Source: an optimization exercise on an open RTL-to-GDS flow (aim: small area and a short achievable clock period). Production flows keep margins and buffers that such runs may drop.
The RTL was checked by simulation tests, not by an equivalence proof against the original design.
No activity file was given, so power comes from the tool's default toggle rates.

===== config.mk =====
export PLATFORM = sky130hd
export DESIGN_NAME = sp_ram_be
export DESIGN_NICKNAME = sp_ram_be
export VERILOG_FILES = /design/flow/design.v
export SDC_FILE = /design/flow/constraint.sdc
export NUM_CORES = 4
export LEC_CHECK = 0
export CAP_MARGIN = 20
export CORE_MARGIN = 2
export CORE_UTILIZATION = 60
export CTS_CLUSTER_DIAMETER = 60
export CTS_CLUSTER_SIZE = 20
export SETUP_SLACK_MARGIN = 1.7
export SLEW_MARGIN = 20
export SYNTH_HIERARCHICAL = 1
export SYNTH_MINIMUM_KEEP_SIZE = 0

===== constraint.sdc =====
create_clock -name core_clock -period 4.0 [get_ports {clk}]
set_input_delay 0.8000 -clock core_clock [delete_from_list [all_inputs] [get_ports {clk}]]
set_output_delay 0.8000 -clock core_clock [all_outputs]
set_load 0.01 [all_outputs]

===== design.v =====
package ram_pkg;
    localparam WM_WRITE_FIRST = "write_first";
    localparam WM_READ_FIRST  = "read_first";
    localparam WM_NO_CHANGE   = "no_change";
    localparam int unsigned LATENCY_MIN = 1;
    localparam int unsigned LATENCY_MAX = 3;
    function automatic integer num_lanes(input integer dw, input integer bw);
        num_lanes = dw / bw;
    endfunction
endpackage
module ram_bit_next (
    input  logic q,
    input  logic d,
    input  logic wr,
    input  logic wr_n,
    output logic nq
);
    assign nq = (q | wr) & (d | wr_n);
endmodule
module ram_rd_pair (
    input  logic s0_n,
    input  logic q0,
    input  logic s1_n,
    input  logic q1,
    output logic z
);
    assign z = !((s0_n | q0) & (s1_n | q1));
endmodule
module ram_nor2 (
    input  logic a,
    input  logic b,
    output logic y
);
    assign y = !(a | b);
endmodule
module ram_nand4 (
    input  logic a,
    input  logic b,
    input  logic c,
    input  logic d,
    output logic y
);
    assign y = !(a & b & c & d);
endmodule
module sp_ram_be #(
    parameter int unsigned DATA_WIDTH = 32,
    parameter int unsigned BYTE_WIDTH = 8,
    parameter int unsigned DEPTH      = 128,
    parameter int unsigned LATENCY    = 2,
    parameter              WRITE_MODE = "write_first",
    localparam int unsigned LANES     = ram_pkg::num_lanes(DATA_WIDTH, BYTE_WIDTH),
    localparam int unsigned AW        = $clog2(DEPTH)
) (
    input  logic                  clk,
    input  logic                  rst,
    input  logic                  en,
    input  logic [LANES-1:0]      we,
    input  logic [AW-1:0]         addr,
    input  logic [DATA_WIDTH-1:0] din,
    output logic [DATA_WIDTH-1:0] dout,
    output logic                  rvalid
);
    logic [DATA_WIDTH-1:0] mem [DEPTH];
    logic [LANES-1:0] lane_en;
    logic [LANES-1:0] wr   [DEPTH];
    logic [LANES-1:0] wr_n [DEPTH];
    always_comb begin
        for (int unsigned i = 0; i < LANES; i++) lane_en[i] = !rst && en && we[i];
        for (int unsigned w = 0; w < DEPTH; w++) begin
            for (int unsigned i = 0; i < LANES; i++) begin
                wr[w][i]   = (addr == AW'(w)) && lane_en[i];
                wr_n[w][i] = !wr[w][i];
            end
        end
    end
    for (genvar w = 0; w < DEPTH; w++) begin : g_word
        logic [DATA_WIDTH-1:0] nxt;
        for (genvar b = 0; b < DATA_WIDTH; b++) begin : g_bit
            ram_bit_next u_next (
                .q    (mem[w][b]),
                .d    (din[b]),
                .wr   (wr[w][b / BYTE_WIDTH]),
                .wr_n (wr_n[w][b / BYTE_WIDTH]),
                .nq   (nxt[b])
            );
        end
        always_ff @(posedge clk) mem[w] <= nxt;
    end
    logic             a_v;
    logic [DEPTH-1:0] sel_n;
    logic             sel_zn;
    always_ff @(posedge clk) begin
        a_v <= en && !rst;
        if (rst) begin
            sel_n  <= '1;
            sel_zn <= 1'b0;
        end else if (en) begin
            for (int unsigned w = 0; w < DEPTH; w++) sel_n[w] <= (addr != AW'(w));
            sel_zn <= 1'b1;
        end
    end
    logic [DATA_WIDTH-1:0] rd_n;
    for (genvar b = 0; b < DATA_WIDTH; b++) begin : g_rd
        logic [DEPTH/2-1:0]  z1;    
        logic [DEPTH/4-1:0]  c2;    
        logic [DEPTH/16-1:0] z3;    
        logic [DEPTH/32-1:0] c4;    
        for (genvar p = 0; p < DEPTH/2; p++) begin : g_l1
            ram_rd_pair u (.s0_n(sel_n[2*p]), .q0(mem[2*p][b]),
                           .s1_n(sel_n[2*p+1]), .q1(mem[2*p+1][b]), .z(z1[p]));
        end
        for (genvar p = 0; p < DEPTH/4; p++) begin : g_l2
            ram_nor2 u (.a(z1[2*p]), .b(z1[2*p+1]), .y(c2[p]));
        end
        for (genvar p = 0; p < DEPTH/16; p++) begin : g_l3
            ram_nand4 u (.a(c2[4*p]), .b(c2[4*p+1]), .c(c2[4*p+2]), .d(c2[4*p+3]), .y(z3[p]));
        end
        for (genvar p = 0; p < DEPTH/32; p++) begin : g_l4
            ram_nor2 u (.a(z3[2*p]), .b(z3[2*p+1]), .y(c4[p]));
        end
        ram_nand4 u_l5 (.a(c4[0]), .b(c4[1]), .c(c4[2]), .d(c4[3]), .y(rd_n[b]));
    end
    logic out_off;
    assign out_off = rst || !sel_zn;
    always_ff @(posedge clk) begin
        rvalid <= a_v && !rst;
        for (int unsigned b = 0; b < DATA_WIDTH; b++) dout[b] <= !(rd_n[b] || out_off);
    end
endmodule

===== run.sh =====
#!/bin/bash
# synth_recipe.tcl (not shown) runs the flow's synth.tcl, then flattens the netlist and writes it again
# the make line also repeats each setting of config.mk as NAME=value (left out here)
make -C /OpenROAD-flow-scripts/flow DESIGN_CONFIG=/design/flow/config.mk WORK_HOME=/design/flow/orfs CLKGATE_MAP_FILE= SYNTH_SCRIPT=/design/flow/synth_recipe.tcl finish

==> reports/metrics.cfg, run 1 <==
[routing]
drt_iter0_drc=19200
drt-met1-wl_um=221000
dr_wl_met3_um=86000
route.met2.wl_um=253000
ant_nets=0
wire_per_inst_um=34.9
highest_layer=met5
vias=135000
drcViolationCount=0
first_pass_iters=8
wirelength_um=620000
via_per_inst=7.56

[worst_setup_path]
arrival_ns=3.37
cp_slowest_cell=nand4_1
slowest_delay_ns=0.39
cpMostUsedCell=nor2_1
required_ns=4.89
r2r_start=sel_n[12]$_SDFFE_PP1P_
critPathMaxFanout=9
path_class=reg -> reg
crit_path_end_kind=flip-flop
startpoint_type=flip-flop
r2r_cells=8
reg2reg_slack_ns=1.51
r2r-end=dout[11]$_DFF_P_
cp_cell_sequence=buf_4, buf_4, o22ai_1, nor2_1, nand4_1, nor2_1, nand4_1, nor2_1

[die]
core_sq_um=245000
initial_core_util_pct=60.2
num_rows=182
pin_count=79
fp.dieW_um=500
die_h_um=500
die-area_sq_um=250000

[sta]
hold_slack_ns=0.271
fin_tns_setup_ns=0
final.min_clock_period_ns=2.49
hold_violations=0
layout_setup_ws_ns=1.51
tightest_slew_ns=1.15
grt_setup_unrepaired=true
finalMaxSlewViolations=0
period_share_pct=62.2
fmax_mhz=402
finClkSkew_ns=0.0419
slew-limit-headroom_pct=23.4
setup-violations-final=0

[yosys]
synth-seq-cells=4259
syn_inst=13600
syn_area_per_cell_sq_um=10.9
synth_area_sq_um=148000
synthFlopType=dfxtp_1
postSynth.asyncResetShare_pct=0
synth-warning-count=13
ys_types=39
synth_nets=13600
synth.area.top_cells=dfxtp_1 (58%), o22a_1 (24%), o22ai_1 (9.2%), nor2_1 (4.4%), nand2_1 (1.8%)
synth_enable_flop_cells=0
yosysTopAreaCell=dfxtp_1
ys_seq_area_share_pct=57.8
yosysTopAreaCellShare_pct=57.8

[global_route]
track_usage_pct=47.0
grt_pass1_wl_um=865000
grt_max_degree=80
grt_pass1_vias=126000
antenna_found_initial=46
overflow=0

[min_path]
holdPathEnd=mem[15][2]$_DFF_P_
whs_path_depth=2
holdCritPathClass=in -> reg
min_from=din[2]

[final_layout]
n_fill_cell=18600
multiInputGateArea_sq_um=63300
final_common_cell=dfxtp_1
fin_nets=14500
most-common-layout-cells=dfxtp_1 (4166), o22a_1 (4096), o22ai_1 (2176), nor2_1 (1294), nand2_1 (636)
area_growth_pct=14.2
seqCellArea_sq_um=85500
drive_above_1_share_pct=12.5

[cts]
cts_root_buf=clkbuf_16
htree_levels=5
hold_buffers=0
clk_latency_ns=0.98
clk_pin_slew_worst_paths_ns=0.08
cts.path.max_buffers=4
cts-buffers-inserted=276
cts_sinks=4259
cts_tree=built

[power_and_ir_drop]
p_total_mw=79.2
power_density_nw_per_um2=470
peakVddDrop_v=0.000488
power.leakage_nw=61.2

[run]
cap_violations=0

[status]
status=timing/DRC/antenna clean

[placed_design]
gp_congestion=1.00
pre_cts_ws_ns=0.137
hpwl_um=419000
port_buffers=78

state kept, by name, indices dropped and copies added (netlist names):
signal  count
sel_n     128
dout       32
a_v         1
mem      4096
sel_zn      1
rvalid      1
worst max-delay path: cells and delay by family, from the launching register on:
family | cells | cell delay [ns]
buffers and inverters | 2 | 0.38
flip-flops | 1 | 0.37
AND/OR/NAND/NOR | 5 | 1.55
AO/OA/AOI/OAI | 1 | 0.10
power by group:
group / internal [mW] / switching (mW) / total [mW]
clock network: 13.8 / 14.6 / 28.4
registers: 44.4 / 1.18 / 45.6
logic: 2.23 / 2.98 / 5.21
total: 60.5 / 18.7 / 79.2
Yosys cell counts, types with 7 or more instances:
cell type / count
nand4b_1: 7
nor2_2: 25
nand4bb_1: 10
clkbuf_1: 123
o22a_1: 4096
buf_2: 92
nand4_1: 290
dfxtp_1: 4259
nor2_1: 1739
o22ai_1: 2176
nand2_1: 710
metrics by stage:
| stage | util, % | cell area, sq um | std cells |
|---|---|---|---|
| 2_1_floorplan | - | 148000 | 13600 |
| 3_3_place_gp | 64.2 | 158000 | 17300 |
| 3_5_place_dp | 64.2 | 158000 | 17300 |
| 4_1_cts | 68.0 | 167000 | 17700 |
| 5_1_grt | 68.7 | 168000 | 17800 |
| 6_report | 68.7 | 169000 | 17800 |
repair_timing:
item,CTS,global route
resized for setup,509,330
setup buffers,35,42
gates cloned,0,4
pin swaps,16,28
endpoints found under the setup margin,4022,2393
area by class of cell:
type / count / area share (%)
inverters: 1 / 0.00371
repair buffers: 791 / 4.49
clock buffers: 310 / 4.32
well taps: 3220 / 2.39
multi-input cells: 9117 / 37.6
diodes: 44 / 0.0653
flip-flops and latches: 4259 / 50.8
clock inverters: 52 / 0.411
per-module statistics from Yosys (local to each module, per instance):
module	flops+latches	copies in the design	cell area, sq um
sp_ram_be	4259	1	92800
ram_rd_pair	0	2048	6.26
ram_nand4	0	288	6.26
ram_bit_next	0	4096	8.76
ram_nor2	0	1152	3.75
cell families (layout without fill, tap and decap cells):
kind of cell           count (synthesis)  in the layout  synth area share (%)
AOI/OAI and AO/OA                   6272           6272                  33.5
buffers and inverters                225           1154                 0.659
DFF                                 4259           4259                  57.8
other                                  0             44                     0
and+or+nand+nor                     2844           2845                  8.06
per-layer routing:
metal / track usage, % / vias up
met5: 0.386 / -
met1: 58.4 / 65900
met3: 15.1 / 2401
met2: 66.6 / 9881
li1: - / 56400
met4: 38.5 / 20
worst max path at each step:
stage,startpoint,endpoint,slack (ns)
detailed placement,addr[1],mem[59][22]$_DFF_P_,0.14
global route,we[0],mem[76][4]$_DFF_P_,1.57
floorplan,rst,mem[48][0]$_DFF_P_,1.64
global placement,addr[0],mem[50][1]$_DFF_P_,-0.02
CTS,sel_n[8]$_SDFFE_PP1P_,dout[31]$_DFF_P_,1.64
finish,sel_n[12]$_SDFFE_PP1P_,dout[11]$_DFF_P_,1.51
==> run 2, diff against run 1 <==
--- a/config.mk
+++ b/config.mk
@@ -8,7 +8,5 @@
 export CAP_MARGIN = 20
 export CORE_MARGIN = 2
-export CORE_UTILIZATION = 60
-export CTS_CLUSTER_DIAMETER = 60
-export CTS_CLUSTER_SIZE = 20
+export CORE_UTILIZATION = 55
 export SETUP_SLACK_MARGIN = 1.7
 export SLEW_MARGIN = 20
==> run 2 against run 1 <==
Count of clock-buffer cells in the layout is 316 higher. Sequential share of layout area shrank 2.1 points. Hold slack got worse by 0.068 ns. Fmax is 0.34% higher. Sequential power about the same. Worst setup slack better by 0.0085 ns. Global-route usage decreased by 2.4 points. Largest cell class unchanged.
==> reports/metrics.cfg, run 2 <==
[yosys]
synth_top_family_by_area=compound AO/OA/AOI/OAI gates  ; unchanged
syn_area_per_cell_sq_um=10.9  ; unchanged
synth_area_sq_um=148000  ; unchanged
ys_seq_area_share_pct=57.8  ; unchanged
synth_xor_area_share_pct=0  ; unchanged
synth-compound-area-share_pct=33.5  ; unchanged
syn_inst=13600  ; unchanged
synthFlopType=dfxtp_1  ; unchanged
synth-warning-count=13  ; unchanged
synth_common_cells=dfxtp_1 (4259), o22a_1 (4096), o22ai_1 (2176)  ; unchanged
postSynth.asyncResetShare_pct=0  ; unchanged
synth.area.top_cells=dfxtp_1 (58%), o22a_1 (24%), o22ai_1 (9.2%), nor2_1 (4.4%), nand2_1 (1.8%)  ; unchanged
yosysMostFrequentCell=dfxtp_1  ; unchanged
synth_enable_flop_cells=0  ; unchanged
synth_mux_area_share_pct=0  ; unchanged
ys_types=39  ; unchanged
yosysTopAreaCell=dfxtp_1  ; unchanged
synth_nets=13600  ; unchanged
synth-seq-cells=4259  ; unchanged
synth_simple_gate_area_share_pct=8.06  ; unchanged
synth-adder-area-share_pct=0  ; unchanged
yosysTopAreaCellShare_pct=57.8  ; unchanged

[die]
fp.dieW_um=522  ; was 500 um
pin_count=79  ; unchanged
die_h_um=522  ; was 500 um
core_sq_um=267000  ; was 245000 sq um
die-area_sq_um=273000  ; was 250000 sq um
num_rows=190  ; was 182
initial_core_util_pct=55.2  ; was 60.2%

[power_and_ir_drop]
p_seq_share_pct=49.7  ; was 57.6%
peakVddDrop_v=0.000515  ; was 0.000488 V
power.leakage_nw=65.0  ; was 61.2 nW
swShare_pct=23.0  ; was 23.7%
pwr-share-comb_pct=5.7  ; was 6.6%
cell_internal_pwr_mw=70.7  ; was 60.5 mW
power_density_nw_per_um2=523  ; was 470 nW/um^2
clockPowerShare_pct=44.6  ; was 35.8%
p_switching_mw=21.2  ; was 18.7 mW

[sta]
slew-limit-headroom_pct=22.4  ; was 23.4%
finClkSkew_ns=0.0359  ; was 0.0419 ns
tightest_slew_ns=1.16  ; was 1.15 ns
grt_setup_unrepaired=true  ; unchanged
fmax_mhz=404  ; was 402 MHz
fin_tns_setup_ns=0  ; unchanged
setup-violations-final=0  ; unchanged
final.min_clock_period_ns=2.48  ; was 2.49 ns
hold_violations=0  ; unchanged
finalMaxSlewViolations=0  ; unchanged
period_share_pct=62.0  ; was 62.2%

[global_route]
grt.busiest_layer=met2  ; unchanged
grt_use_met2_pct=64.0  ; was 66.6%
grt_max_degree=80  ; unchanged
use_met1_pct=55.9  ; was 58.4%
antenna_found_initial=44  ; was 46
overflow=0  ; unchanged
met3_usage_pct=14.2  ; was 15.1%
track_usage_pct=44.7  ; was 47.0%
grt_pass1_vias=128000  ; was 126000
grt_pass1_wl_um=891000  ; was 865000 um

[final_layout]
final_cells=18600  ; was 17800
final_common_cell=dfxtp_1  ; unchanged
top_regs=mem (4096), sel_n (128), dout (32)  ; unchanged
area_growth_pct=19.1  ; was 14.2%
largest_register=mem  ; unchanged
fin_nets=14700  ; was 14500
drive_above_1_share_pct=14.6  ; was 12.5%
final_area_sq_um=176000  ; was 169000 sq um
most-common-layout-cells=dfxtp_1 (4176), o22a_1 (4096), o22ai_1 (2176), nor2_1 (1354), buf_4 (635)  ; was dfxtp_1 (4166), o22a_1 (4096), o22ai_1 (2176), nor2_1 (1294), nand2_1 (636)
largest_reg_flops=4096  ; unchanged

[cts]
cts-buffers-inserted=425  ; was 276
clk_latency_ns=0.98  ; about the same
htree_levels=5  ; unchanged
hold_buffers=0  ; unchanged
cts_root_buf=clkbuf_16  ; unchanged
cts_tree=built  ; unchanged
cts.path.max_buffers=4  ; unchanged
cts_sinks=4259  ; unchanged
clk_pin_slew_worst_paths_ns=0.06  ; was 0.08 ns

[min_path]
whs_path_depth=2  ; unchanged
holdCritPathClass=in -> reg  ; unchanged

[worst_setup_path]
r2r-end=dout[26]$_DFF_P_  ; was dout[11]$_DFF_P_
required_ns=4.92  ; was 4.89 ns
critPathMaxFanout=64  ; was 9
startpoint_type=primary input  ; was flip-flop
cp_cell_sequence=clkdlybuf4s50_1, buf_12, nor2b_1, buf_4, nand2_4, buf_12, nor2_1, o22a_1  ; was buf_4, buf_4, o22ai_1, nor2_1, nand4_1, nor2_1, nand4_1, nor2_1
r2r_cells=8  ; unchanged
setup.worst_path.end=mem[110][31]$_DFF_P_  ; was dout[11]$_DFF_P_
path_class=in -> reg  ; was reg -> reg
path_depth=8  ; unchanged
reg2reg_slack_ns=1.61  ; was 1.51 ns
crit_buf_inv=4  ; was 2
slowest_delay_ns=0.63  ; was 0.39 ns
r2r_start=sel_n[7]$_SDFFE_PP1P_  ; was sel_n[12]$_SDFFE_PP1P_
crit_family=buffers and inverters  ; was simple AND/OR/NAND/NOR gates
startpoint=addr[5]  ; was sel_n[12]$_SDFFE_PP1P_
crit_path_end_kind=flip-flop  ; unchanged
cp_slowest_cell=nor2_1  ; was nand4_1
cpMostUsedCell=buf_12  ; was nor2_1
arrival_ns=3.40  ; was 3.37 ns

[placed_design]
placedInstanceArea_sq_um=159000  ; was 158000 sq um
port_buffers=78  ; unchanged
gp_congestion=1.00  ; about the same
hpwl_um=435000  ; was 419000 um
placed_cells=17800  ; was 17300

[routing]
first_pass_iters=7  ; was 8
wire_per_inst_um=34.2  ; was 34.9 um
ant_nets=0  ; unchanged
vias=135000  ; about the same
via_per_inst=7.24  ; was 7.56
drcViolationCount=0  ; unchanged
wirelength_um=637000  ; was 620000 um
drt_iter0_drc=17900  ; was 19200

[status]
status=timing/DRC/antenna clean  ; unchanged

[run]
cap_violations=0  ; unchanged

==> run 2: cell families (layout without fill, tap and decap cells) <==
family | after synthesis | count (layout)
AO/OA/AOI/OAI | 6272 | 6272
buffers and inverters | 225 | 1646
flip-flops | 4259 | 4259
other | 0 | 20
AND/OR/NAND/NOR | 2844 | 2844
==> run 2: modules after synthesis, one instance, submodules excluded <==
module	flops+latches	cell area [sq um]
ram_nand4	0	6.26
ram_rd_pair	0	6.26
sp_ram_be	4259	92800
ram_bit_next	0	8.76
ram_nor2	0	3.75
==> run 2: through the flow <==
step | utilization [%] | setup WS [ns] | hold WS, ns | power [mW]
after floorplan | - | 1.64 | 0.414 | 48.8
after global placement | 59.5 | 0.289 | 0.453 | 51.3
after detailed placement | 59.5 | 0.260 | 0.461 | 51.6
after CTS | 65.3 | 1.52 | 0.165 | 91.7
after global routing | 65.7 | 1.59 | 0.198 | 94.0
final | 65.7 | 1.52 | 0.204 | 91.8
==> run 2: timing repair <==
action / 4_1_cts / 5_1_grt
setup buffers: 20 / 25
gates resized for setup: 557 / 239
setup endpoints to repair: 3222 / 2287
pin swaps: 15 / 17
cloned: 4 / 0
==> run 2: metal layers <==
layer,vias up,routed length (um)
met3,1991,82800
met2,8912,263000
li1,57100,-
met1,66600,237000
met4,18,54600
met5,-,117
==> run 2: area by class of cell <==
cell class | count | area [sq um]
Antenna cell | 20 | 50.0
Multi-Input combinational cell | 9116 | 63100
Fill cell | 20900 | 91700
Timing Repair Buffer | 871 | 8260
Clock inverter | 148 | 1610
Tap cell | 3552 | 4440
Inverter | 1 | 6.26
Clock buffer | 626 | 12700
Sequential cell | 4259 | 85500
==> run 2: power by group through the flow <==
stage	logic (mW)	registers, mW	clock network [mW]
finish	5.22	45.7	40.9
global placement	4.77	46.5	0
floorplan	2.46	46.3	0
CTS	5.00	45.7	41.0
detailed placement	4.93	46.6	0
global route	5.30	45.9	42.8
==> run 2: worst min-delay path by stage <==
stage | start | endpoint | slack (ns)
6_report | din[30] | mem[48][30]$_DFF_P_ | 0.20
5_1_grt | din[30] | mem[55][30]$_DFF_P_ | 0.20
4_1_cts | din[30] | mem[59][30]$_DFF_P_ | 0.16
3_5_place_dp | mem[48][30]$_DFF_P_ | mem[48][30]$_DFF_P_ | 0.46
3_3_place_gp | mem[102][29]$_DFF_P_ | mem[102][29]$_DFF_P_ | 0.45
2_1_floorplan | a_v$_DFF_P_ | rvalid$_DFF_P_ | 0.41
==> run 2: worst register-to-register path: cells and delay by family (launching register included) <==
family          cells  cell delay [ns]
flops               1             0.46
simple gates        5             1.17
buf+inv             2             0.55
compound gates      1             0.17
==> run 3, diff against run 2 <==
--- a/design.v
+++ b/design.v
@@ -43,4 +43,17 @@
     assign y = !(a & b & c & d);
 endmodule
+module ram_nand2 (
+    input  logic a,
+    input  logic b,
+    output logic y
+);
+    assign y = !(a & b);
+endmodule
+module ram_inv (
+    input  logic a,
+    output logic y
+);
+    assign y = !a;
+endmodule
 module sp_ram_be #(
     parameter int unsigned DATA_WIDTH = 32,
@@ -62,14 +75,30 @@
 );
     logic [DATA_WIDTH-1:0] mem [DEPTH];
-    logic [LANES-1:0] lane_en;
-    logic [LANES-1:0] wr   [DEPTH];
-    logic [LANES-1:0] wr_n [DEPTH];
+    localparam int unsigned AL = AW / 2;             
+    localparam int unsigned AH = AW - AL;            
+    logic [(1 << AH)-1:0] pre_h;
+    logic [(1 << AH)-1:0] pre_h_n;
+    logic [(1 << AL)-1:0] pre_l;
+    logic [LANES-1:0]     lane_en;
+    logic [LANES-1:0]     pre_lw_n [1 << AL];
+    logic [DEPTH-1:0]     wl_n;
+    logic [LANES-1:0]     wr   [DEPTH];
+    logic [LANES-1:0]     wr_n [DEPTH];
     always_comb begin
+        for (int unsigned j = 0; j < (1 << AH); j++) begin
+            pre_h[j]   = (addr[AW-1:AL] == AH'(j));
+            pre_h_n[j] = !pre_h[j];
+        end
+        for (int unsigned j = 0; j < (1 << AL); j++) pre_l[j] = !rst && (addr[AL-1:0] == AL'(j));
         for (int unsigned i = 0; i < LANES; i++) lane_en[i] = !rst && en && we[i];
-        for (int unsigned w = 0; w < DEPTH; w++) begin
-            for (int unsigned i = 0; i < LANES; i++) begin
-                wr[w][i]   = (addr == AW'(w)) && lane_en[i];
-                wr_n[w][i] = !wr[w][i];
-            end
+        for (int unsigned j = 0; j < (1 << AL); j++) begin
+            for (int unsigned i = 0; i < LANES; i++) pre_lw_n[j][i] = !(pre_l[j] && lane_en[i]);
+        end
+    end
+    for (genvar w = 0; w < DEPTH; w++) begin : g_dec
+        ram_nand2 u_wl (.a(pre_h[w >> AL]), .b(pre_l[w % (1 << AL)]), .y(wl_n[w]));
+        for (genvar i = 0; i < LANES; i++) begin : g_lane
+            ram_nor2 u_wr  (.a(pre_h_n[w >> AL]), .b(pre_lw_n[w % (1 << AL)][i]), .y(wr[w][i]));
+            ram_inv  u_wrn (.a(wr[w][i]), .y(wr_n[w][i]));
         end
     end
@@ -90,13 +119,18 @@
     logic [DEPTH-1:0] sel_n;
     logic             sel_zn;
+    logic             sel_ld;
+    logic             sel_ld_n;
+    logic [DEPTH-1:0] sel_nxt;
+    logic             sel_zn_nxt;
+    assign sel_ld   = en || rst;
+    assign sel_ld_n = !sel_ld;
+    for (genvar w = 0; w < DEPTH; w++) begin : g_sel
+        ram_bit_next u_sel (.q(sel_n[w]), .d(wl_n[w]), .wr(sel_ld), .wr_n(sel_ld_n), .nq(sel_nxt[w]));
+    end
+    ram_bit_next u_selz (.q(sel_zn), .d(!rst), .wr(sel_ld), .wr_n(sel_ld_n), .nq(sel_zn_nxt));
     always_ff @(posedge clk) begin
-        a_v <= en && !rst;
-        if (rst) begin
-            sel_n  <= '1;
-            sel_zn <= 1'b0;
-        end else if (en) begin
-            for (int unsigned w = 0; w < DEPTH; w++) sel_n[w] <= (addr != AW'(w));
-            sel_zn <= 1'b1;
-        end
+        a_v    <= en && !rst;
+        sel_n  <= sel_nxt;
+        sel_zn <= sel_zn_nxt;
     end
     logic [DATA_WIDTH-1:0] rd_n;
--- a/config.mk
+++ b/config.mk
@@ -8,5 +8,7 @@
 export CAP_MARGIN = 20
 export CORE_MARGIN = 2
-export CORE_UTILIZATION = 55
+export CORE_UTILIZATION = 60
+export CTS_CLUSTER_DIAMETER = 60
+export CTS_CLUSTER_SIZE = 20
 export SETUP_SLACK_MARGIN = 1.7
 export SLEW_MARGIN = 20
==> run 3 against run 2 <==
Total power down 14%. Clock skew up 0.0042 ns. Cell count decreased by 5.0%. Non-clock buffer count down 37. Sequential power hardly changed. Hold slack worse by 0.095 ns. Critical path depth stayed put. Critical endpoint is now dout[25]$_DFF_P_. Area after synthesis fell by 0.93%. Synthesized cell count fell by 2.4%. First-iteration DRC count down 7.7%. Register-to-register slack worse by 0.03 ns. Global-route usage down 3.8 points.
==> reports/metrics.cfg, run 3 <==
[global_route]
grt_pass1_vias=120000  ; was 128000
track_usage_pct=40.9  ; was 44.7%
grt_pass1_wl_um=773000  ; was 891000 um
overflow=0  ; unchanged
antenna_found_initial=30  ; was 44
grt_max_degree=130  ; was 80

[cts]
cts_tree=built  ; unchanged
cts.path.max_buffers=4  ; unchanged
htree_levels=5  ; unchanged
cts-buffers-inserted=275  ; was 425
clk_latency_ns=0.95  ; was 0.98 ns
clk_pin_slew_worst_paths_ns=0.08  ; was 0.06 ns
cts_sinks=4259  ; unchanged
cts_root_buf=clkbuf_16  ; unchanged

[final_layout]
largest_reg_flops=4096  ; unchanged
seqCellArea_sq_um=85500  ; about the same
final_cells=17700  ; was 18600
finish.utilization_pct=69.2  ; was 65.7%
drive_above_1_share_pct=12.0  ; was 14.6%
top_regs=mem (4096), sel_n (128), dout (32)  ; unchanged
fin_nets=14400  ; was 14700
multiInputGateArea_sq_um=61100  ; was 63100 sq um
most-common-layout-cells=o22a_1 (4225), dfxtp_1 (4147), o22ai_1 (2048), nor2_1 (1359), buf_4 (631)  ; was dfxtp_1 (4176), o22a_1 (4096), o22ai_1 (2176), nor2_1 (1354), buf_4 (635)
area_growth_pct=14.9  ; was 19.1%
final_common_cell=o22a_1  ; was dfxtp_1
largest_register=mem  ; unchanged
n_fill_cell=18400  ; was 20900

[sta]
hold_violations=0  ; unchanged
fin_tns_setup_ns=0  ; unchanged
slew-limit-headroom_pct=27.2  ; was 22.4%
grt_setup_unrepaired=true  ; unchanged
fmax_mhz=414  ; was 404 MHz
finalMaxSlewViolations=0  ; unchanged
finClkSkew_ns=0.0401  ; was 0.0359 ns
hold_slack_ns=0.109  ; was 0.204 ns
final.min_clock_period_ns=2.42  ; was 2.48 ns
setup-violations-final=0  ; unchanged
period_share_pct=60.4  ; was 62.0%
tightest_slew_ns=1.09  ; was 1.16 ns

[yosys]
synth-warning-count=13  ; unchanged
ys_seq_area_share_pct=58.3  ; was 57.8%
synth_area_sq_um=146000  ; was 148000 sq um
yosysTopAreaCellShare_pct=58.3  ; was 57.8%
syn_inst=13300  ; was 13600
synthFlopType=dfxtp_1  ; unchanged
synth_common_cells=dfxtp_1 (4259), o22a_1 (4225), o22ai_1 (2048)  ; was dfxtp_1 (4259), o22a_1 (4096), o22ai_1 (2176)
yosysTopAreaCell=dfxtp_1  ; unchanged
syn_area_per_cell_sq_um=11.0  ; was 10.9 sq um
postSynth.asyncResetShare_pct=0  ; unchanged
synth_nets=13300  ; was 13600
yosysMostFrequentCell=dfxtp_1  ; unchanged
synth.area.top_cells=dfxtp_1 (58%), o22a_1 (25%), o22ai_1 (8.8%), nor2_1 (4.4%), inv_1 (1.3%)  ; was dfxtp_1 (58%), o22a_1 (24%), o22ai_1 (9.2%), nor2_1 (4.4%), nand2_1 (1.8%)
ys_types=18  ; was 39
synth_enable_flop_cells=0  ; unchanged
synth-seq-cells=4259  ; unchanged

[power_and_ir_drop]
power.leakage_nw=61.1  ; was 65.0 nW
p_total_mw=79.0  ; was 91.8 mW
peakVddDrop_v=0.000489  ; was 0.000515 V
power_density_nw_per_um2=470  ; was 523 nW/um^2

[routing]
ant_nets=0  ; unchanged
vias=127000  ; was 135000
via_per_inst=7.16  ; was 7.24
drt_iter0_drc=16600  ; was 17900
first_pass_iters=8  ; was 7
wirelength_um=533000  ; was 637000 um
wire_per_inst_um=30.2  ; was 34.2 um
drcViolationCount=0  ; unchanged

[status]
status=timing/DRC/antenna clean  ; unchanged

[worst_setup_path]
r2r-end=dout[25]$_DFF_P_  ; was dout[26]$_DFF_P_
cp_cell_sequence=clkbuf_8, o22ai_1, nor2_1, nand4_1, nor2_2, buf_4, nand4_1, nor2_1  ; was clkdlybuf4s50_1, buf_12, nor2b_1, buf_4, nand2_4, buf_12, nor2_1, o22a_1
r2r_start=sel_n[106]$_DFF_P_  ; was sel_n[7]$_SDFFE_PP1P_
required_ns=4.86  ; was 4.92 ns
arrival_ns=3.28  ; was 3.40 ns
reg2reg_slack_ns=1.58  ; was 1.61 ns
cp_slowest_cell=nand4_1  ; was nor2_1
crit_path_end_kind=flip-flop  ; unchanged
startpoint_type=flip-flop  ; was primary input
path_class=reg -> reg  ; was in -> reg
critPathMaxFanout=33  ; was 64
slowest_delay_ns=0.42  ; was 0.63 ns
r2r_cells=8  ; unchanged

[min_path]
whs_path_depth=2  ; unchanged
holdCritPathClass=in -> reg  ; unchanged
min_from=din[29]  ; was din[30]
holdPathEnd=mem[96][29]$_DFF_P_  ; was mem[48][30]$_DFF_P_

[die]
pin_count=79  ; unchanged
die_h_um=498  ; was 522 um
initial_core_util_pct=60.2  ; was 55.2%
fp.dieW_um=498  ; was 522 um
num_rows=181  ; was 190
core_sq_um=243000  ; was 267000 sq um
die-area_sq_um=248000  ; was 273000 sq um

[placed_design]
gp_congestion=0.960  ; was 1.00
hpwl_um=358000  ; was 435000 um
port_buffers=78  ; unchanged
placed_cells=17300  ; was 17800

[run]
cap_violations=0  ; unchanged

[run 3: area by class of cell]
cell class | count | share of cell area (%)
Clock inverter | 51 | 0.366
Clock buffer | 311 | 4.34
Sequential cell | 4259 | 50.9
Antenna cell | 12 | 0.0179
Inverter | 516 | 1.17
Multi-Input combinational cell | 8483 | 36.3
Tap cell | 3202 | 2.38
Timing Repair Buffer | 834 | 4.47
[run 3: what timing repair did]
action,in CTS,in global routing
pin swaps,22,41
buffers inserted,17,27
gates resized for setup,597,224
setup endpoints to repair,3983,1677
hold buffers,0,0
[run 3: logic make-up after synthesis]
kind of cell | synth area share (%)
flops | 58.3
simple gates | 6.26
buf+inv | 1.38
compound gates | 34.1
[run 3: critical path: cells and delay by family, from the launching register on]
| kind | cells | cell delay [ns] |
|---|---|---|
| buffers and inverters | 2 | 0.55 |
| DFF | 1 | 0.33 |
| AOI/OAI and AO/OA | 1 | 0.12 |
| and+or+nand+nor | 5 | 1.33 |
[run 3: layer usage]
| layer | wire length, um | track usage (%) |
|---|---|---|
| met2 | 229000 | 61.1 |
| met4 | 35000 | 24.6 |
| met5 | 80 | 0 |
| met3 | 57800 | 8.94 |
| met1 | 211000 | 54.4 |
[run 3: worst max-delay path by stage]
stage | to | from | slack (ns) | cells past startpoint
6_report | dout[25]$_DFF_P_ | sel_n[106]$_DFF_P_ | 1.58 | 8
5_1_grt | dout[25]$_DFF_P_ | sel_n[106]$_DFF_P_ | 1.61 | 8
4_1_cts | mem[30][6]$_DFF_P_ | rst | 1.61 | 8
3_5_place_dp | mem[61][30]$_DFF_P_ | addr[6] | -0.11 | 7
3_3_place_gp | mem[94][11]$_DFF_P_ | rst | -0.04 | 8
2_1_floorplan | sel_n[0]$_DFF_P_ | rst | 0.28 | 4
[run 3: report_power, final]
part	switching, mW	internal [mW]	total, mW
sequential	1.22	44.5	45.7
clock	14.4	13.6	28.0
combinational	2.98	2.28	5.27
[run 3: Yosys stat by module, one instance, submodules excluded]
module | cell area (sq um) | cells inside
sp_ram_be | 86000 | 4408
ram_rd_pair | 6.26 | 1
ram_inv | 3.75 | 1
ram_nor2 | 3.75 | 1
ram_nand4 | 6.26 | 1
ram_nand2 | 3.75 | 1
ram_bit_next | 8.76 | 1
[run 3: through the flow]
step	area, sq um	worst slack (ns)
2_1_floorplan	147000	0.276
3_3_place_gp	158000	-0.0365
3_5_place_dp	158000	-0.106
4_1_cts	167000	1.61
5_1_grt	168000	1.61
6_report	168000	1.58
==> run 4, diff against run 3 <==
--- a/config.mk
+++ b/config.mk
@@ -11,5 +11,5 @@
 export CTS_CLUSTER_DIAMETER = 60
 export CTS_CLUSTER_SIZE = 20
-export SETUP_SLACK_MARGIN = 1.7
+export SETUP_SLACK_MARGIN = 1.85
 export SLEW_MARGIN = 20
 export SYNTH_HIERARCHICAL = 1
==> run 4 against run 3 <==
Still clean. Routed wire length shrank 1.1%. Via count is 0.13% lower. Clock power is 2% higher. Flip-flop and latch count unchanged. Global-route usage is 0.64 points lower. Highest routed layer unchanged.
==> reports/metrics.cfg, run 4 <==
[sta]
slew-limit-headroom_pct=21.0  ; was 27.2%
finClkSkew_ns=0.0268  ; was 0.0401 ns
setup-violations-final=0  ; unchanged
period_share_pct=56.8  ; was 60.4%
fmax_mhz=440  ; was 414 MHz
grt_setup_unrepaired=true  ; unchanged
hold_slack_ns=0.0882  ; was 0.109 ns
finalMaxSlewViolations=0  ; unchanged
hold_violations=0  ; unchanged
tightest_slew_ns=1.18  ; was 1.09 ns
final.min_clock_period_ns=2.27  ; was 2.42 ns

[routing]
vias=126000  ; was 127000
wirelength_um=527000  ; was 533000 um
ant_nets=0  ; unchanged
drt_iter0_drc=15900  ; was 16600
wire_per_inst_um=29.7  ; was 30.2 um
first_pass_iters=6  ; was 8
via_per_inst=7.13  ; was 7.16
drcViolationCount=0  ; unchanged

[die]
pin_count=79  ; unchanged
die-area_sq_um=248000  ; unchanged
num_rows=181  ; unchanged
core_sq_um=243000  ; unchanged
die_h_um=498  ; unchanged
initial_core_util_pct=60.2  ; unchanged
fp.dieW_um=498  ; unchanged

[cts]
cts-buffers-inserted=276  ; was 275
cts_sinks=4259  ; unchanged
cts.path.max_buffers=4  ; unchanged
cts_tree=built  ; unchanged
cts_root_buf=clkbuf_16  ; unchanged
clk_latency_ns=0.94  ; was 0.95 ns
htree_levels=5  ; unchanged
clk_pin_slew_worst_paths_ns=0.08  ; about the same

[global_route]
grt_pass1_vias=120000  ; about the same
antenna_found_initial=18  ; was 30
grt_max_degree=128  ; was 130
overflow=0  ; unchanged
grt_pass1_wl_um=763000  ; was 773000 um
track_usage_pct=40.3  ; was 40.9%

[placed_design]
port_buffers=78  ; unchanged
gp_congestion=0.967  ; was 0.960
hpwl_um=352000  ; was 358000 um

[final_layout]
fin_nets=14500  ; was 14400
largest_reg_flops=4096  ; unchanged
largest_register=mem  ; unchanged
most-common-layout-cells=o22a_1 (4225), dfxtp_1 (4129), o22ai_1 (2046), nor2_1 (1218), buf_4 (578)  ; was o22a_1 (4225), dfxtp_1 (4147), o22ai_1 (2048), nor2_1 (1359), buf_4 (631)
finish.utilization_pct=70.6  ; was 69.2%
drive_above_1_share_pct=13.6  ; was 12.0%
final_common_cell=o22a_1  ; unchanged
top_regs=mem (4096), sel_n (128), dout (32)  ; unchanged
n_fill_cell=17600  ; was 18400
area_growth_pct=17.2  ; was 14.9%

[yosys]
syn_area_per_cell_sq_um=11.0  ; unchanged
ys_types=18  ; unchanged
yosysTopAreaCell=dfxtp_1  ; unchanged
ys_seq_area_share_pct=58.3  ; unchanged
synth_area_sq_um=146000  ; unchanged
synthFlopType=dfxtp_1  ; unchanged
yosysMostFrequentCell=dfxtp_1  ; unchanged
synth-seq-cells=4259  ; unchanged
synth_enable_flop_cells=0  ; unchanged
synth_common_cells=dfxtp_1 (4259), o22a_1 (4225), o22ai_1 (2048)  ; unchanged
syn_inst=13300  ; unchanged
yosysTopAreaCellShare_pct=58.3  ; unchanged
synth.area.top_cells=dfxtp_1 (58%), o22a_1 (25%), o22ai_1 (8.8%), nor2_1 (4.4%), inv_1 (1.3%)  ; unchanged
synth_nets=13300  ; unchanged
synth-warning-count=13  ; unchanged
postSynth.asyncResetShare_pct=0  ; unchanged

[min_path]
holdCritPathClass=in -> reg  ; unchanged

[power_and_ir_drop]
peakVddDrop_v=0.000476  ; was 0.000489 V
power_density_nw_per_um2=463  ; was 470 nW/um^2
power.leakage_nw=62.0  ; was 61.1 nW

[worst_setup_path]
startpoint_type=flip-flop  ; unchanged
arrival_ns=3.11  ; was 3.28 ns
crit_path_end_kind=flip-flop  ; unchanged
slowest_delay_ns=0.40  ; was 0.42 ns
cpMostUsedCell=nand4_1
path_class=reg -> reg  ; unchanged
crit_family=simple AND/OR/NAND/NOR gates  ; unchanged
crit_buf_inv=2  ; unchanged
cp_slowest_cell=dfxtp_4  ; was nand4_1
critPathMaxFanout=8  ; was 33
required_ns=4.84  ; was 4.86 ns
cp_cell_sequence=buf_6, o22ai_1, nor2_1, nand4_1, nor2_2, buf_4, nand4_1, nor2_4  ; was clkbuf_8, o22ai_1, nor2_1, nand4_1, nor2_2, buf_4, nand4_1, nor2_1

[run]
cap_violations=0  ; unchanged

[status]
status=timing/DRC/antenna clean  ; unchanged

-- run 4: cell counts after synthesis --
No cell type changed its count.
-- run 4: what timing repair did --
| item | in CTS | in global routing |
|---|---|---|
| buffers inserted | 184 | 111 |
| cloned | 4 | 3 |
| pin swaps | 103 | 112 |
| gates resized for setup | 1179 | 224 |
| setup endpoints to repair | 4282 | 1332 |
| hold buffers | 0 | 0 |
-- run 4: through the flow --
| step | worst slack (ns) | power (mW) | area, sq um | std cells | TNS [ns] |
|---|---|---|---|---|---|
| 6_report | 1.73 | 79.4 | 171000 | 17700 | 0 |
| 4_1_cts | 1.75 | 79.3 | 170000 | 17600 | 0 |
| 2_1_floorplan | 0.276 | 48.8 | 147000 | 13300 | 0 |
| 3_3_place_gp | -0.101 | 51.3 | 156000 | 17100 | -1.55 |
| 3_5_place_dp | -0.146 | 51.6 | 156000 | 17100 | -5.58 |
| 5_1_grt | 1.75 | 81.4 | 171000 | 17700 | 0 |
-- run 4: final timing paths --
check                           slack [ns]  depth (start not counted)                   to               from
worst min register to register        0.46                          1       rvalid$_DFF_P_        a_v$_DFF_P_
worst max-delay path                  1.73                          8      dout[8]$_DFF_P_  sel_n[18]$_DFF_P_
worst min-delay path                  0.09                          2  mem[22][14]$_DFF_P_            din[14]
worst max register to register        1.73                          8      dout[8]$_DFF_P_  sel_n[18]$_DFF_P_
-- run 4: per-module statistics from Yosys (local to each module, per instance) --
module	cell area [sq um]	flip-flops and latches	cells inside	times used
ram_inv	3.75	0	1	512
ram_nand4	6.26	0	1	288
sp_ram_be	86000	4259	4408	1
ram_rd_pair	6.26	0	1	2048
ram_nand2	3.75	0	1	128
ram_nor2	3.75	0	1	1664
ram_bit_next	8.76	0	1	4225
-- run 4: cell families (layout without fill, tap and decap cells) --
family / count (synthesis) / count (layout) / synth area share (%)
flip-flops: 4259 / 4259 / 58.3
AO/OA/AOI/OAI: 6273 / 6273 / 34.1
other: 0 / 13 / 0
AND/OR/NAND/NOR: 2210 / 2211 / 6.26
buffers and inverters: 531 / 1782 / 1.38
-- run 4: final cells by class --
| class | instances | area (sq um) | area share (%) |
|---|---|---|---|
| flip-flops and latches | 4259 | 85700 | 50.0 |
| multi-input cells | 8484 | 62600 | 36.5 |
| repair buffers | 892 | 8960 | 5.23 |
| clock buffers | 326 | 7440 | 4.34 |
| well taps | 3202 | 4010 | 2.34 |
| inverters | 516 | 1980 | 1.15 |
| clock inverters | 47 | 681 | 0.397 |
| diodes | 13 | 32.5 | 0.0190 |
| repair inverters | 1 | 5.00 | 0.00292 |
-- run 4: power breakdown --
part | total [mW] | switching (mW) | leakage, nW | internal (mW)
logic | 5.28 | 2.97 | 23.5 | 2.30
clock network | 28.5 | 14.4 | 3.96 | 14.1
registers | 45.7 | 1.23 | 34.6 | 44.4
-- run 4: routing by layer --
metal  GRT usage, %  vias up  wire length, um
met5              0        -               78
met1           54.1    62300           210000
met2           59.5     7190           223000
met4           23.1       12            34000
li1               -    55600                -
met3           9.45     1350            60000
==> run 5, diff against run 4 <==
--- a/config.mk
+++ b/config.mk
@@ -8,8 +8,8 @@
 export CAP_MARGIN = 20
 export CORE_MARGIN = 2
-export CORE_UTILIZATION = 60
+export CORE_UTILIZATION = 66
 export CTS_CLUSTER_DIAMETER = 60
 export CTS_CLUSTER_SIZE = 20
-export SETUP_SLACK_MARGIN = 1.85
+export SETUP_SLACK_MARGIN = 1.7
 export SLEW_MARGIN = 20
 export SYNTH_HIERARCHICAL = 1
==> run 5 against run 4 <==
Utilization rose by 4.9 points. Die area fell by 9.0%. First-iteration DRC count rose by 8.9%. Clock power down 12%. Critical path depth unchanged. Clock skew increased by 0.0025 ns. Area after synthesis is the same. Still clean. Sequential share of layout area is 1.5 points higher. Worst setup slack worse by 0.14 ns. Largest power group unchanged. Count of clock-buffer cells in the layout down 60.
==> reports/metrics.cfg, run 5 <==
[yosys]
synth-seq-cells=4259  ; unchanged
synth-warning-count=13  ; unchanged
synth_enable_flop_cells=0  ; unchanged
syn_area_per_cell_sq_um=11.0  ; unchanged
synth.area.top_cells=dfxtp_1 (58%), o22a_1 (25%), o22ai_1 (8.8%), nor2_1 (4.4%), inv_1 (1.3%)  ; unchanged
yosysMostFrequentCell=dfxtp_1  ; unchanged
yosysTopAreaCellShare_pct=58.3  ; unchanged
yosysTopAreaCell=dfxtp_1  ; unchanged
synth_common_cells=dfxtp_1 (4259), o22a_1 (4225), o22ai_1 (2048)  ; unchanged
synth_area_sq_um=146000  ; unchanged
synth_nets=13300  ; unchanged
syn_inst=13300  ; unchanged
ys_seq_area_share_pct=58.3  ; unchanged
ys_types=18  ; unchanged
synthFlopType=dfxtp_1  ; unchanged
postSynth.asyncResetShare_pct=0  ; unchanged

[final_layout]
finish.utilization_pct=75.6  ; was 70.6%
area_growth_pct=13.6  ; was 17.2%
top_regs=mem (4096), sel_n (128), dout (32)  ; unchanged
largest_register=mem  ; unchanged
largest_reg_flops=4096  ; unchanged
drive_above_1_share_pct=11.2  ; was 13.6%
fin_nets=14300  ; was 14500
most-common-layout-cells=o22a_1 (4225), dfxtp_1 (4142), o22ai_1 (2048), nor2_1 (1340), buf_4 (573)  ; was o22a_1 (4225), dfxtp_1 (4129), o22ai_1 (2046), nor2_1 (1218), buf_4 (578)
final_common_cell=o22a_1  ; unchanged

[routing]
wirelength_um=513000  ; was 527000 um
ant_nets=0  ; unchanged
drt_iter0_drc=17400  ; was 15900
wire_per_inst_um=29.7  ; about the same
drcViolationCount=0  ; unchanged
via_per_inst=7.32  ; was 7.13
first_pass_iters=8  ; was 6
vias=127000  ; was 126000

[sta]
fin_tns_setup_ns=0  ; unchanged
period_share_pct=60.2  ; was 56.8%
tightest_slew_ns=1.09  ; was 1.18 ns
fmax_mhz=415  ; was 440 MHz
hold_violations=0  ; unchanged
hold_slack_ns=0.224  ; was 0.0882 ns
setup-violations-final=0  ; unchanged
final.min_clock_period_ns=2.41  ; was 2.27 ns
finClkSkew_ns=0.0294  ; was 0.0268 ns
grt_setup_unrepaired=true  ; unchanged
finalMaxSlewViolations=0  ; unchanged
slew-limit-headroom_pct=27.1  ; was 21.0%

[cts]
cts_tree=built  ; unchanged
cts_root_buf=clkbuf_16  ; unchanged
clk_latency_ns=0.94  ; about the same
htree_levels=4  ; was 5
hold_buffers=0  ; unchanged
clk_pin_slew_worst_paths_ns=0.09  ; was 0.08 ns
cts_sinks=4259  ; unchanged
cts-buffers-inserted=236  ; was 276
cts.path.max_buffers=3  ; was 4

[die]
pin_count=79  ; unchanged
die-area_sq_um=225000  ; was 248000 sq um
initial_core_util_pct=66.5  ; was 60.2%
die_h_um=475  ; was 498 um
core_sq_um=220000  ; was 243000 sq um
fp.dieW_um=475  ; was 498 um
num_rows=172  ; was 181

[worst_setup_path]
critPathMaxFanout=11  ; was 8
startpoint_type=flip-flop  ; unchanged
arrival_ns=3.26  ; was 3.11 ns
path_class=reg -> reg  ; unchanged
crit_path_end_kind=flip-flop  ; unchanged
required_ns=4.85  ; was 4.84 ns

[run]
cap_violations=0  ; unchanged

[placed_design]
hpwl_um=348000  ; was 352000 um
port_buffers=78  ; unchanged
gp_congestion=1.01  ; was 0.967

[global_route]
track_usage_pct=43.5  ; was 40.3%
grt_max_degree=130  ; was 128
overflow=0  ; unchanged
antenna_found_initial=30  ; was 18
grt_pass1_wl_um=747000  ; was 763000 um
grt_pass1_vias=120000  ; about the same

[status]
status=timing/DRC/antenna clean  ; unchanged

[power_and_ir_drop]
peakVddDrop_v=0.000486  ; was 0.000476 V
power_density_nw_per_um2=457  ; was 463 nW/um^2
power.leakage_nw=60.1  ; was 62.0 nW

[min_path]
holdCritPathClass=in -> reg  ; unchanged

[run 5: cell counts after synthesis]
No cell type changed its count.
[run 5: metrics by stage]
step	instances	total power, mW	cell area, sq um	setup slack, ns
finish	17300	76.0	166000	1.59
global placement	16900	51.2	157000	0.0812
CTS	17200	75.7	165000	1.53
global route	17300	77.8	166000	1.63
floorplan	13300	48.8	147000	0.276
detailed placement	16900	51.5	157000	-0.0579
[run 5: path summary, 6_finish.rpt]
check | from | to | slack (ns) | cells after the start
setup reg to reg | sel_n[51]$_DFF_P_ | dout[13]$_DFF_P_ | 1.59 | 8
hold / removal | din[31] | mem[98][31]$_DFF_P_ | 0.22 | 2
hold reg to reg | a_v$_DFF_P_ | rvalid$_DFF_P_ | 0.46 | 1
setup / recovery | sel_n[51]$_DFF_P_ | dout[13]$_DFF_P_ | 1.59 | 8
[run 5: what timing repair did]
| item | in CTS | in global routing |
|---|---|---|
| setup buffers | 12 | 55 |
| setup endpoints to repair | 3824 | 2139 |
| gates resized for setup | 668 | 202 |
| pin swaps | 16 | 38 |
| gates cloned | 0 | 1 |
[run 5: area by class of cell]
class	instances	area, sq um
sequential	4259	85500
multi-input combinational	8483	61500
fill	15000	53800
timing repair buffer	758	6730
clock buffer	266	6290
tap	2958	3700
inverter	516	1970
clock inverter	29	390
antenna	24	60.1
[run 5: per-layer routing]
layer,share of wire [%],up-vias,track usage [%]
met4,6.9,10,28.2
met5,0.011,-,0
met2,42,8175,63.5
li1,-,55200,-
met1,38,61700,56.9
met3,13,1567,11.7
[run 5: per-module statistics from Yosys (local to each module, per instance)]
module / area [sq um] / cells inside / flops+latches
ram_nor2: 3.75 / 1 / 0
sp_ram_be: 86000 / 4408 / 4259
ram_nand4: 6.26 / 1 / 0
ram_bit_next: 8.76 / 1 / 0
ram_rd_pair: 6.26 / 1 / 0
ram_inv: 3.75 / 1 / 0
ram_nand2: 3.75 / 1 / 0
[run 5: cell families (layout without fill, tap and decap cells)]
group | count (synthesis) | count (layout) | synth area share [%]
compound gates | 6273 | 6273 | 34.1
buf+inv | 531 | 1569 | 1.38
flops | 4259 | 4259 | 58.3
simple gates | 2210 | 2210 | 6.26
other cells | 0 | 24 | 0
[run 5: report_power, final]
group | total, mW | internal [mW] | switching (mW)
clock | 25.2 | 11.6 | 13.6
sequential | 45.7 | 44.5 | 1.24
combinational | 5.09 | 2.23 | 2.86
[run 5: worst max-delay path, stage by stage (launching register included)]
cell and delay, ns:
dfxtp_4 0.46, buf_4 0.19, o22ai_1 0.11, nor2_2 0.21, nand4_1 0.45, nor2_1 0.27, buf_4 0.24, nand4_1 0.24
nor2_1 0.16
==> run 6, diff against run 5 <==
--- a/config.mk
+++ b/config.mk
@@ -8,7 +8,7 @@
 export CAP_MARGIN = 20
 export CORE_MARGIN = 2
-export CORE_UTILIZATION = 66
-export CTS_CLUSTER_DIAMETER = 60
-export CTS_CLUSTER_SIZE = 20
+export CORE_UTILIZATION = 60
+export CTS_CLUSTER_DIAMETER = 80
+export CTS_CLUSTER_SIZE = 25
 export SETUP_SLACK_MARGIN = 1.7
 export SLEW_MARGIN = 20
==> run 6 against run 5 <==
Clock power down 9.1%. Area after synthesis unchanged. Die area up 9.9%. Total power decreased by 2.8%. Cell count is 1.5% higher.
==> reports/metrics.cfg, run 6 <==
[status]
status=timing/DRC/antenna clean  ; unchanged

[yosys]
synthFlopType=dfxtp_1  ; unchanged
yosysTopAreaCell=dfxtp_1  ; unchanged
syn_inst=13300  ; unchanged
postSynth.asyncResetShare_pct=0  ; unchanged
synth_common_cells=dfxtp_1 (4259), o22a_1 (4225), o22ai_1 (2048)  ; unchanged
synth_nets=13300  ; unchanged
synth-seq-cells=4259  ; unchanged
yosysTopAreaCellShare_pct=58.3  ; unchanged
synth-warning-count=13  ; unchanged
synth_area_sq_um=146000  ; unchanged
ys_types=18  ; unchanged
ys_seq_area_share_pct=58.3  ; unchanged
synth_enable_flop_cells=0  ; unchanged
syn_area_per_cell_sq_um=11.0  ; unchanged
synth.area.top_cells=dfxtp_1 (58%), o22a_1 (25%), o22ai_1 (8.8%), nor2_1 (4.4%), inv_1 (1.3%)  ; unchanged
yosysMostFrequentCell=dfxtp_1  ; unchanged

[worst_setup_path]
path_class=reg -> reg  ; unchanged
arrival_ns=3.24  ; was 3.26 ns
startpoint_type=flip-flop  ; unchanged
required_ns=4.83  ; was 4.85 ns
cp_slowest_cell=dfxtp_2  ; was dfxtp_4
slowest_delay_ns=0.61  ; was 0.46 ns
crit_path_end_kind=flip-flop  ; unchanged
cp_cell_sequence=o22ai_1, nor2_1, nand4_1, nor2_2, nand4_1, nor2_1  ; was buf_4, o22ai_1, nor2_2, nand4_1, nor2_1, buf_4, nand4_1, nor2_1
critPathMaxFanout=17  ; was 11

[final_layout]
final_common_cell=o22a_1  ; unchanged
drive_above_1_share_pct=11.2  ; about the same
top_regs=mem (4096), sel_n (128), dout (32)  ; unchanged
area_growth_pct=13.5  ; was 13.6%
largest_reg_flops=4096  ; unchanged
n_fill_cell=18600  ; was 15000
final_area_sq_um=166000  ; about the same
most-common-layout-cells=o22a_1 (4225), dfxtp_1 (4149), o22ai_1 (2048), nor2_1 (1369), buf_4 (641)  ; was o22a_1 (4225), dfxtp_1 (4142), o22ai_1 (2048), nor2_1 (1340), buf_4 (573)
largest_register=mem  ; unchanged
fin_nets=14400  ; was 14300

[sta]
tightest_slew_ns=1.12  ; was 1.09 ns
finClkSkew_ns=0.0277  ; was 0.0294 ns
hold_slack_ns=0.157  ; was 0.224 ns
fmax_mhz=415  ; about the same
slew-limit-headroom_pct=25.5  ; was 27.1%
setup-violations-final=0  ; unchanged
fin_tns_setup_ns=0  ; unchanged
period_share_pct=60.2  ; about the same
final.min_clock_period_ns=2.41  ; about the same
grt_setup_unrepaired=true  ; unchanged
finalMaxSlewViolations=0  ; unchanged
hold_violations=0  ; unchanged

[power_and_ir_drop]
p_total_mw=73.9  ; was 76.0 mW
power.leakage_nw=60.1  ; about the same
clockPowerShare_pct=31.0  ; was 33.1%
power_density_nw_per_um2=445  ; was 457 nW/um^2
p_switching_mw=17.7  ; about the same
peakVddDrop_v=0.000439  ; was 0.000486 V
pwr-share-comb_pct=7.1  ; was 6.7%
cell_internal_pwr_mw=56.2  ; was 58.3 mW
p_seq_share_pct=61.9  ; was 60.2%
swShare_pct=23.9  ; was 23.3%

[routing]
ant_nets=0  ; unchanged
first_pass_iters=6  ; was 8
drt_iter0_drc=16300  ; was 17400
drcViolationCount=0  ; unchanged
wire_per_inst_um=30.2  ; was 29.7 um
via_per_inst=7.15  ; was 7.32
vias=126000  ; was 127000
wirelength_um=531000  ; was 513000 um

[die]
pin_count=79  ; unchanged
core_sq_um=243000  ; was 220000 sq um
num_rows=181  ; was 172
fp.dieW_um=498  ; was 475 um
initial_core_util_pct=60.2  ; was 66.5%
die-area_sq_um=248000  ; was 225000 sq um
die_h_um=498  ; was 475 um

[cts]
hold_buffers=0  ; unchanged
cts_root_buf=clkbuf_16  ; unchanged
htree_levels=4  ; unchanged
cts-buffers-inserted=193  ; was 236
clk_latency_ns=0.90  ; was 0.94 ns
cts.path.max_buffers=3  ; unchanged
clk_pin_slew_worst_paths_ns=0.10  ; was 0.09 ns
cts_tree=built  ; unchanged
cts_sinks=4259  ; unchanged

[global_route]
grt_max_degree=130  ; unchanged
grt_pass1_vias=119000  ; was 120000
grt_pass1_wl_um=767000  ; was 747000 um
track_usage_pct=40.7  ; was 43.5%
overflow=0  ; unchanged
antenna_found_initial=27  ; was 30

[run]
cap_violations=0  ; unchanged

[min_path]
holdCritPathClass=in -> reg  ; unchanged

[placed_design]
placedInstanceArea_sq_um=158000  ; was 157000 sq um
hpwl_um=358000  ; was 348000 um
port_buffers=78  ; unchanged
gp_congestion=0.960  ; was 1.01

==> run 6: cell count changes in the layout (fill, tap and decap cells not counted), moves of 8 or more <==
cell,before,now
buf_6,79,66
diode_2,24,10
dfxtp_2,67,50
buf_4,573,641
buf_2,12,0
clkinv_8,1,9
nor2_1,1340,1369
clkbuf_16,245,198
dfxtp_4,50,60
clkbuf_1,12,3
buf_12,53,87
clkdlybuf4s15_2,4,19
nor2_4,258,171
nor2_2,111,169
==> run 6: repair_timing <==
action / CTS / global route
endpoints found under the setup margin: 4044 / 1090
gates cloned: 0 / 5
pin swaps: 23 / 34
gates resized for setup: 600 / 182
buffers inserted: 23 / 34
==> run 6: final timing paths <==
check,slack [ns],from,to,depth (start not counted)
max,1.59,sel_n[78]$_DFF_P_,dout[25]$_DFF_P_,6
min,0.16,din[29],mem[97][29]$_DFF_P_,2
max reg2reg,1.59,sel_n[78]$_DFF_P_,dout[25]$_DFF_P_,6
min reg2reg,0.46,a_v$_DFF_P_,rvalid$_DFF_P_,1
==> run 6: cell families after synthesis <==
kind of cell           Yosys count  synth area share, %
AOI/OAI and AO/OA             6273                 34.1
DFF                           4259                 58.3
and+or+nand+nor               2210                 6.26
buffers and inverters          531                 1.38
==> run 6: per-stage QoR <==
step	std cells	util (%)	setup slack, ns
3_5_place_dp	17300	65.0	-0.106
3_3_place_gp	17300	65.0	-0.0365
5_1_grt	17600	68.4	1.66
4_1_cts	17500	68.0	1.58
2_1_floorplan	13300	-	0.276
6_report	17600	68.4	1.59
==> run 6: final cells by class <==
type / instances / area, sq um / area share [%]
clock inverter: 37 / 588 / 0.354
antenna: 10 / 25.0 / 0.0151
clock buffer: 201 / 4910 / 2.96
multi-input combinational: 8483 / 61000 / 36.7
sequential: 4259 / 85500 / 51.5
inverter: 516 / 1970 / 1.18
tap: 3202 / 4010 / 2.41
timing repair buffer: 852 / 7980 / 4.80
==> run 6: critical path, delay by kind of cell (launching register included) <==
kind             cells  cell delay, ns
AND/OR/NAND/NOR      5            1.52
flip-flops           1            0.61
AO/OA/AOI/OAI        1            0.17
==> run 6: per-layer routing <==
metal	global-route usage (%)	wire length, um	part of all wire, %	vias up
met4	23.5	35100	6.6	14
met3	8.76	57700	11	1345
li1	-	-	-	55300
met2	61.0	228000	43	7144
met5	0	80	0.015	-
met1	54.3	210000	40	61900
==> run 6: power by group through the flow <==
stage               registers (mW)  logic [mW]  clock network [mW]
floorplan                     46.3        2.44                   0
global placement              46.6        4.86                   0
detailed placement            46.7        5.03                   0
CTS                           45.7        5.08                23.0
global route                  45.9        5.38                24.4
finish                        45.7        5.28                22.9
==> run 6: per-module statistics from Yosys, one instance, submodules excluded, excerpt <==
| module | cells | flops+latches |
|---|---|---|
| ram_nand4 | 1 | 0 |
| ram_nand2 | 1 | 0 |
| ram_bit_next | 1 | 0 |
| ram_nor2 | 1 | 0 |
| ram_rd_pair | 1 | 0 |
| ram_inv | 1 | 0 |
==> run 7, diff against run 6 <==
--- a/config.mk
+++ b/config.mk
@@ -9,7 +9,7 @@
 export CORE_MARGIN = 2
 export CORE_UTILIZATION = 60
-export CTS_CLUSTER_DIAMETER = 80
+export CTS_CLUSTER_DIAMETER = 100
 export CTS_CLUSTER_SIZE = 25
-export SETUP_SLACK_MARGIN = 1.7
+export SETUP_SLACK_MARGIN = 1.85
 export SLEW_MARGIN = 20
 export SYNTH_HIERARCHICAL = 1
==> run 7 against run 6 <==
Non-clock buffer count is 44 higher. Fmax is 7.0% higher. Hold slack worse by 0.0059 ns. Total power is 1.5% lower. Flip-flop and latch count stayed put. Still clean on timing, DRC and antenna. Worst setup slack better by 0.16 ns. Clock skew is 0.0044 ns higher.
==> reports/metrics.cfg, run 7 <==
[placed_design]
placed_cells=17100  ; was 17300
port_buffers=78  ; unchanged
hpwl_um=352000  ; was 358000 um
gp_congestion=0.967  ; was 0.960
pre_cts_ws_ns=-0.146  ; was -0.106 ns

[worst_setup_path]
cpMostUsedCell=nor2_1
critPathMaxFanout=16  ; was 17
path_class=reg -> reg  ; unchanged
startpoint_type=flip-flop  ; unchanged
reg2reg_slack_ns=1.75  ; was 1.59 ns
slowest_delay_ns=0.44  ; was 0.61 ns
r2r-end=dout[29]$_DFF_P_  ; was dout[25]$_DFF_P_
crit_buf_inv=2  ; was 0
arrival_ns=3.07  ; was 3.24 ns
cp_cell_sequence=buf_12, o22ai_1, nor2_1, nand4_1, nor2_1, buf_4, nand4_1, nor2_1  ; was o22ai_1, nor2_1, nand4_1, nor2_2, nand4_1, nor2_1
crit_family=simple AND/OR/NAND/NOR gates  ; unchanged
startpoint=sel_n[50]$_DFF_P_  ; was sel_n[78]$_DFF_P_
r2r_cells=8  ; was 6
crit_path_end_kind=flip-flop  ; unchanged
cp_slowest_cell=dfxtp_4  ; was dfxtp_2
r2r_start=sel_n[50]$_DFF_P_  ; was sel_n[78]$_DFF_P_
required_ns=4.82  ; was 4.83 ns

[global_route]
grt_pass1_wl_um=756000  ; was 767000 um
track_usage_pct=39.9  ; was 40.7%
grt_pass1_vias=118000  ; was 119000
grt_max_degree=128  ; was 130
antenna_found_initial=20  ; was 27
overflow=0  ; unchanged

[die]
die_h_um=498  ; unchanged
pin_count=79  ; unchanged
fp.dieW_um=498  ; unchanged
num_rows=181  ; unchanged
core_sq_um=243000  ; unchanged
die-area_sq_um=248000  ; unchanged
initial_core_util_pct=60.2  ; unchanged

[sta]
final.min_clock_period_ns=2.25  ; was 2.41 ns
finalMaxSlewViolations=0  ; unchanged
finClkSkew_ns=0.0321  ; was 0.0277 ns
tightest_slew_ns=1.06  ; was 1.12 ns
layout_setup_ws_ns=1.75  ; was 1.59 ns
setup-violations-final=0  ; unchanged
fmax_mhz=444  ; was 415 MHz
grt_setup_unrepaired=true  ; unchanged
slew-limit-headroom_pct=29.4  ; was 25.5%
hold_violations=0  ; unchanged
period_share_pct=56.3  ; was 60.2%

[final_layout]
final_cells=17600  ; about the same
most-common-layout-cells=o22a_1 (4225), dfxtp_1 (4123), o22ai_1 (2046), nor2_1 (1203), buf_4 (568)  ; was o22a_1 (4225), dfxtp_1 (4149), o22ai_1 (2048), nor2_1 (1369), buf_4 (641)
largest_register=mem  ; unchanged
final_common_cell=o22a_1  ; unchanged
largest_reg_flops=4096  ; unchanged
area_growth_pct=15.2  ; was 13.5%
drive_above_1_share_pct=13.0  ; was 11.2%
top_regs=mem (4096), sel_n (128), dout (32)  ; unchanged
fin_nets=14400  ; about the same

[routing]
first_pass_iters=6  ; unchanged
vias=125000  ; was 126000
wire_per_inst_um=29.8  ; was 30.2 um
drcViolationCount=0  ; unchanged
via_per_inst=7.14  ; was 7.15
drt_iter0_drc=15600  ; was 16300
ant_nets=0  ; unchanged
wirelength_um=523000  ; was 531000 um

[yosys]
synth.area.top_cells=dfxtp_1 (58%), o22a_1 (25%), o22ai_1 (8.8%), nor2_1 (4.4%), inv_1 (1.3%)  ; unchanged
syn_inst=13300  ; unchanged
syn_area_per_cell_sq_um=11.0  ; unchanged
ys_types=18  ; unchanged
yosysMostFrequentCell=dfxtp_1  ; unchanged
synth_common_cells=dfxtp_1 (4259), o22a_1 (4225), o22ai_1 (2048)  ; unchanged
synth_area_sq_um=146000  ; unchanged
synthFlopType=dfxtp_1  ; unchanged
ys_seq_area_share_pct=58.3  ; unchanged
synth-seq-cells=4259  ; unchanged
synth-warning-count=13  ; unchanged
postSynth.asyncResetShare_pct=0  ; unchanged
yosysTopAreaCellShare_pct=58.3  ; unchanged
synth_nets=13300  ; unchanged
synth_enable_flop_cells=0  ; unchanged
yosysTopAreaCell=dfxtp_1  ; unchanged

[cts]
clk_latency_ns=0.89  ; was 0.90 ns
htree_levels=4  ; unchanged
cts-buffers-inserted=188  ; was 193
cts_sinks=4259  ; unchanged
cts_root_buf=clkbuf_16  ; unchanged
cts_tree=built  ; unchanged
cts.path.max_buffers=3  ; unchanged
clk_pin_slew_worst_paths_ns=0.09  ; was 0.10 ns
hold_buffers=0  ; unchanged

[power_and_ir_drop]
peakVddDrop_v=0.000431  ; was 0.000439 V
p_total_mw=72.7  ; was 73.9 mW
power.leakage_nw=60.6  ; was 60.1 nW
power_density_nw_per_um2=432  ; was 445 nW/um^2

[status]
status=timing/DRC/antenna clean  ; unchanged

[min_path]
min_from=din[14]  ; was din[29]
whs_path_depth=2  ; unchanged
holdPathEnd=mem[22][14]$_DFF_P_  ; was mem[97][29]$_DFF_P_
holdCritPathClass=in -> reg  ; unchanged

[run]
cap_violations=0  ; unchanged

## run 7: cell counts after synthesis
No cell type changed its count.
## run 7: repair_timing
action | 4_1_cts | 5_1_grt
buffers inserted | 179 | 119
cloned | 4 | 4
gates resized for setup | 1202 | 251
endpoints found under the setup margin | 4282 | 1169
pin swaps | 110 | 139
## run 7: per-stage QoR
stage,area [sq um],setup TNS (ns),utilization [%],hold slack (ns)
3_5_place_dp,156000,-5.58,64.4,0.448
2_1_floorplan,147000,0,-,0.414
6_report,169000,0,69.4,0.151
5_1_grt,168000,0,69.4,0.134
4_1_cts,167000,0,68.6,0.113
3_3_place_gp,156000,-1.55,64.4,0.435
## run 7: logic make-up after synthesis
group | synth area share (%)
buf+inv | 1.38
flops | 58.3
simple gates | 6.26
compound gates | 34.1
## run 7: report_power, final
group	internal, mW	switching (mW)	leakage (nW)
clock network	8.76	13.0	2.45
registers	44.4	1.23	34.6
logic	2.31	2.98	23.6
## run 7: how the worst max path moves through the flow
| stage | endpoint | cells past startpoint |
|---|---|---|
| after CTS | mem[40][23]$_DFF_P_ | 7 |
| after floorplan | sel_n[0]$_DFF_P_ | 4 |
| after global routing | mem[103][1]$_DFF_P_ | 8 |
| final | dout[29]$_DFF_P_ | 8 |
| after global placement | mem[50][28]$_DFF_P_ | 7 |
| after detailed placement | mem[50][28]$_DFF_P_ | 7 |
## run 7: layer usage
metal	GRT usage, %	wire length [um]
met1	54.0	209000
met2	59.1	221000
met3	9.15	59300
met4	21.8	33300
met5	0	66
## run 7: Yosys stat by module (local to each module, per instance)
module,cells,copies in the design
ram_inv,1,512
sp_ram_be,4408,1
ram_bit_next,1,4225
ram_nand2,1,128
ram_rd_pair,1,2048
ram_nor2,1,1664
ram_nand4,1,288
## run 7: area by class of cell
| cell class | count | area [sq um] |
|---|---|---|
| Antenna cell | 15 | 37.5 |
| Clock buffer | 196 | 4890 |
| Clock inverter | 7 | 83.8 |
| Fill cell | 18000 | 74300 |
| Inverter | 516 | 1980 |
| Multi-Input combinational cell | 8484 | 62700 |
| Sequential cell | 4259 | 85700 |
| Tap cell | 3202 | 4010 |
| Timing Repair Buffer | 896 | 9150 |
| Timing Repair inverter | 1 | 5.00 |

Setup slack of run 7, layout unchanged: 1.748 ns with ideal ports, 1.738 ns with driving cells assumed (clock clkbuf_16, inputs buf_2), 0.843 ns with port delays also shifted by the 0.979 ns mid clock arrival.
